Source: an optimization exercise on an open RTL-to-GDS flow (aim: small area and few clock cycles). Production flows keep margins and buffers that such runs may drop.
At most, simulation tests tie the RTL to the original design; equivalence was not proved.
No activity file was given, so power comes from the tool's default toggle rates.

before:
==> module uvc_frame_reader, before the edit <==
module uvc_frame_reader (
    input  logic                        axi_clk,
    input  logic                        rst_n,
    input  axi_read_pkg::axi_addr_t     frame_buffer_addr_i,
    output logic                        next_frame_buffer_request_o,
    output axi_read_pkg::axi_addr_t     araddr_o,
    output axi_read_pkg::axi_len_t      arlen_o,
    output axi_read_pkg::axi_size_e     arsize_o,
    output axi_read_pkg::axi_burst_e    arburst_o,
    output logic                        arvalid_o,
    input  logic                        arready_i,
    input  axi_read_pkg::axi_data_t     rdata_i,
    input  logic                        rvalid_i,
    output logic                        rready_o,
    input  logic                        vf_sof_i,
    input  logic                        uvc_ready_i,
    output logic                        vf_valid_o,
    output video_stream_pkg::vid_byte_t vf_byte_o
);
    localparam int S  = 4;           
    localparam int PW = $clog2(S);
    localparam int CW = $clog2(S + 1);
    logic [63:0]   slot_q [0:S-1];
    logic [PW-1:0] wp_q, rp_q;
    logic [CW-1:0] cnt_q, cnt_d;       
    logic [CW-1:0] pend_q, pend_d;     
    logic [3:0]    fbeat_q;            
    logic [2:0]    idx_q;              
    logic [1:0]    line_q;             
    logic          arvalid_q, arvalid_d;
    logic          flush_q, flush_d;   
    logic          req_q;
    logic take, release_slot, mismatch, accept, write;
    assign arlen_o   = axi_read_pkg::axi_len_t'((16 / 4) - 1);
    assign arsize_o  = axi_read_pkg::SIZE_8B;
    assign arburst_o = axi_read_pkg::INCR;
    assign rready_o  = 1'b1;
    assign araddr_o  = {frame_buffer_addr_i[31:11] +
                        (32 - 11)'(line_q),
                        frame_buffer_addr_i[11-1:0]};
    assign arvalid_o = arvalid_q;
    assign next_frame_buffer_request_o = req_q;
    assign vf_valid_o = (cnt_q != '0);
    assign vf_byte_o  = slot_q[rp_q][idx_q*8 +: 8];
    assign take         = vf_valid_o && uvc_ready_i;
    assign release_slot = take && (idx_q == 3'd7);
    assign mismatch     = take && vf_sof_i && ((fbeat_q != '0) || (idx_q != '0));
    assign accept       = arvalid_q && arready_i;
    assign write        = rvalid_i && !flush_q;
    always_comb
    begin
        pend_d = pend_q - CW'(rvalid_i) + (accept ? CW'((16 / 4)) : '0);
        if (mismatch)
        begin
            cnt_d     = '0;
            flush_d   = (pend_d != '0);
            arvalid_d = 1'b0;
        end
        else
        begin
            cnt_d     = cnt_q + CW'(write) - CW'(release_slot);
            flush_d   = flush_q && (pend_d != '0);
            if (arvalid_q)
                arvalid_d = !arready_i;
            else
                arvalid_d = !flush_d &&
                            ((cnt_d + pend_d) <= CW'(S - (16 / 4)));
        end
    end
    always_ff @(posedge axi_clk or negedge rst_n)
    begin
        if (!rst_n)
        begin
            cnt_q     <= '0;
            pend_q    <= '0;
            wp_q      <= '0;
            rp_q      <= '0;
            fbeat_q   <= '0;
            idx_q     <= '0;
            line_q    <= '0;
            arvalid_q <= 1'b1;
            flush_q   <= 1'b0;
            req_q     <= 1'b0;
        end
        else
        begin
            cnt_q     <= cnt_d;
            pend_q    <= pend_d;
            arvalid_q <= arvalid_d;
            flush_q   <= flush_d;
            req_q     <= accept && (line_q == 2'd3);
            if (mismatch)
            begin
                wp_q    <= '0;
                rp_q    <= '0;
                fbeat_q <= '0;
                idx_q   <= '0;
                line_q  <= '0;
            end
            else
            begin
                if (write)
                    wp_q <= (wp_q == PW'(S - 1)) ? '0 : wp_q + 1'b1;
                if (release_slot)
                begin
                    rp_q    <= (rp_q == PW'(S - 1)) ? '0 : rp_q + 1'b1;
                    fbeat_q <= fbeat_q + 1'b1;
                end
                if (take)
                    idx_q <= idx_q + 1'b1;
                if (accept)
                    line_q <= line_q + 1'b1;
            end
        end
    end
    always_ff @(posedge axi_clk)
    begin
        if (write)
            slot_q[wp_q] <= rdata_i;
    end
endmodule
make LEC_CHECK=0 CAP_MARGIN=20 CORE_MARGIN=2 CORE_UTILIZATION=40 SLEW_MARGIN=20 finish   # period 5.0 ns
run.sh (not shown) runs the stock make flow with config.mk's settings and CLKGATE_MAP_FILE= SYNTH_SCRIPT=/design/flow/synth_recipe.tcl, a recipe that flattens the netlist after the stock synthesis.
Testbench counts of before, summed over its fixed seeds: cycles 20,447.
> inputs changed (before -> after)
diff --git a/flow/design.v b/flow/design.v
--- a/flow/design.v
+++ b/flow/design.v
@@ -51,28 +51,32 @@
     logic [3:0]    fbeat_q;            
     logic [2:0]    idx_q;              
     logic [1:0]    line_q;             
     logic          arvalid_q, arvalid_d;
     logic          flush_q, flush_d;   
     logic          req_q;
-    logic take, release_slot, mismatch, accept, write;
+    logic take, release_slot, mismatch, accept, write, raise_now, bypass;
     assign arlen_o   = axi_read_pkg::axi_len_t'((16 / 4) - 1);
     assign arsize_o  = axi_read_pkg::SIZE_8B;
     assign arburst_o = axi_read_pkg::INCR;
     assign rready_o  = 1'b1;
     assign araddr_o  = {frame_buffer_addr_i[31:11] +
                         (32 - 11)'(line_q),
                         frame_buffer_addr_i[11-1:0]};
-    assign arvalid_o = arvalid_q;
+    assign arvalid_o = arvalid_q || raise_now;
     assign next_frame_buffer_request_o = req_q;
-    assign vf_valid_o = (cnt_q != '0);
-    assign vf_byte_o  = slot_q[rp_q][idx_q*8 +: 8];
+    assign bypass     = (cnt_q == '0);
+    assign vf_valid_o = !bypass || write;
+    assign vf_byte_o  = bypass ? rdata_i[7:0] : slot_q[rp_q][idx_q*8 +: 8];
     assign take         = vf_valid_o && uvc_ready_i;
     assign release_slot = take && (idx_q == 3'd7);
     assign mismatch     = take && vf_sof_i && ((fbeat_q != '0) || (idx_q != '0));
-    assign accept       = arvalid_q && arready_i;
+    assign accept       = arvalid_o && arready_i;
+    assign raise_now    = !arvalid_q && !flush_q && !req_q &&
+                          ((cnt_q + pend_q - CW'(release_slot)) <=
+                           CW'(S - (16 / 4)));
     assign write        = rvalid_i && !flush_q;
     always_comb
     begin
         pend_d = pend_q - CW'(rvalid_i) + (accept ? CW'((16 / 4)) : '0);
         if (mismatch)
         begin
@@ -81,17 +85,13 @@
             arvalid_d = 1'b0;
         end
         else
         begin
             cnt_d     = cnt_q + CW'(write) - CW'(release_slot);
             flush_d   = flush_q && (pend_d != '0);
-            if (arvalid_q)
-                arvalid_d = !arready_i;
-            else
-                arvalid_d = !flush_d &&
-                            ((cnt_d + pend_d) <= CW'(S - (16 / 4)));
+            arvalid_d = arvalid_o && !arready_i;
         end
     end
     always_ff @(posedge axi_clk or negedge rst_n)
     begin
         if (!rst_n)
         begin
@@ -99,13 +99,13 @@
             pend_q    <= '0;
             wp_q      <= '0;
             rp_q      <= '0;
             fbeat_q   <= '0;
             idx_q     <= '0;
             line_q    <= '0;
-            arvalid_q <= 1'b1;
+            arvalid_q <= 1'b0;
             flush_q   <= 1'b0;
             req_q     <= 1'b0;
         end
         else
         begin
             cnt_q     <= cnt_d;
==> comparison <==
- The final period demand of the worst path of after was inferior to that of before.
- Diff before -> after | finished layout cell area | increase of about 2.8%
- before ended up with sky130_fd_sc_hd__clkdlybuf4s50_1 as its cell with the largest stage delay on the worst path; after ended up with sky130_fd_sc_hd__o41ai_1.
- Compared with before, after instantiates a larger number of cells.
- Changes observed in after relative to before: clock latency of the later-clocked register in the worst-skew pair held; total power rose by about 7%; area of the core increased by about 3.5% relative to the old numbers.
Function not checked in after: the RTL went through the layout flow alone.

-- separate check: timing with driven ports --
The results above use ideal ports. As a check the final layouts listed here were re-extracted and re-timed, cells and wires unchanged. Step 1 sets driving cells, clkbuf_16 on the clock port and buf_2 on the other inputs (assumed; they add their load-dependent delay and slew). Step 2 moves the port delays by t, midway between the first and last clock arrival at a register: inputs arrive t later, outputs are due t later. That takes back most of the time a late clock gives input paths. Three values: no drivers, after step 1, after step 2; two values: the first two.
| run | t, ns | slack for setup (ns) | latest minus earliest clock arrival (ns) | worst slew at a driven data input, ns | cell pins on the clock port's net |
|---|---|---|---|---|---|
| before | 0.579 | 0.405 / 0.378 / 0.378 | 0.010 / 0.011 | 0.07 | 1 |
| after | 0.587 | 0.178 / 0.134 / 0.187 | 0.009 / 0.010 | 0.09 | 1 |
After both steps setup and hold are still met in every run listed. For before, which loses most, drivers alone change the setup slack by -0.027 ns; drivers and shift together by -0.027 ns.
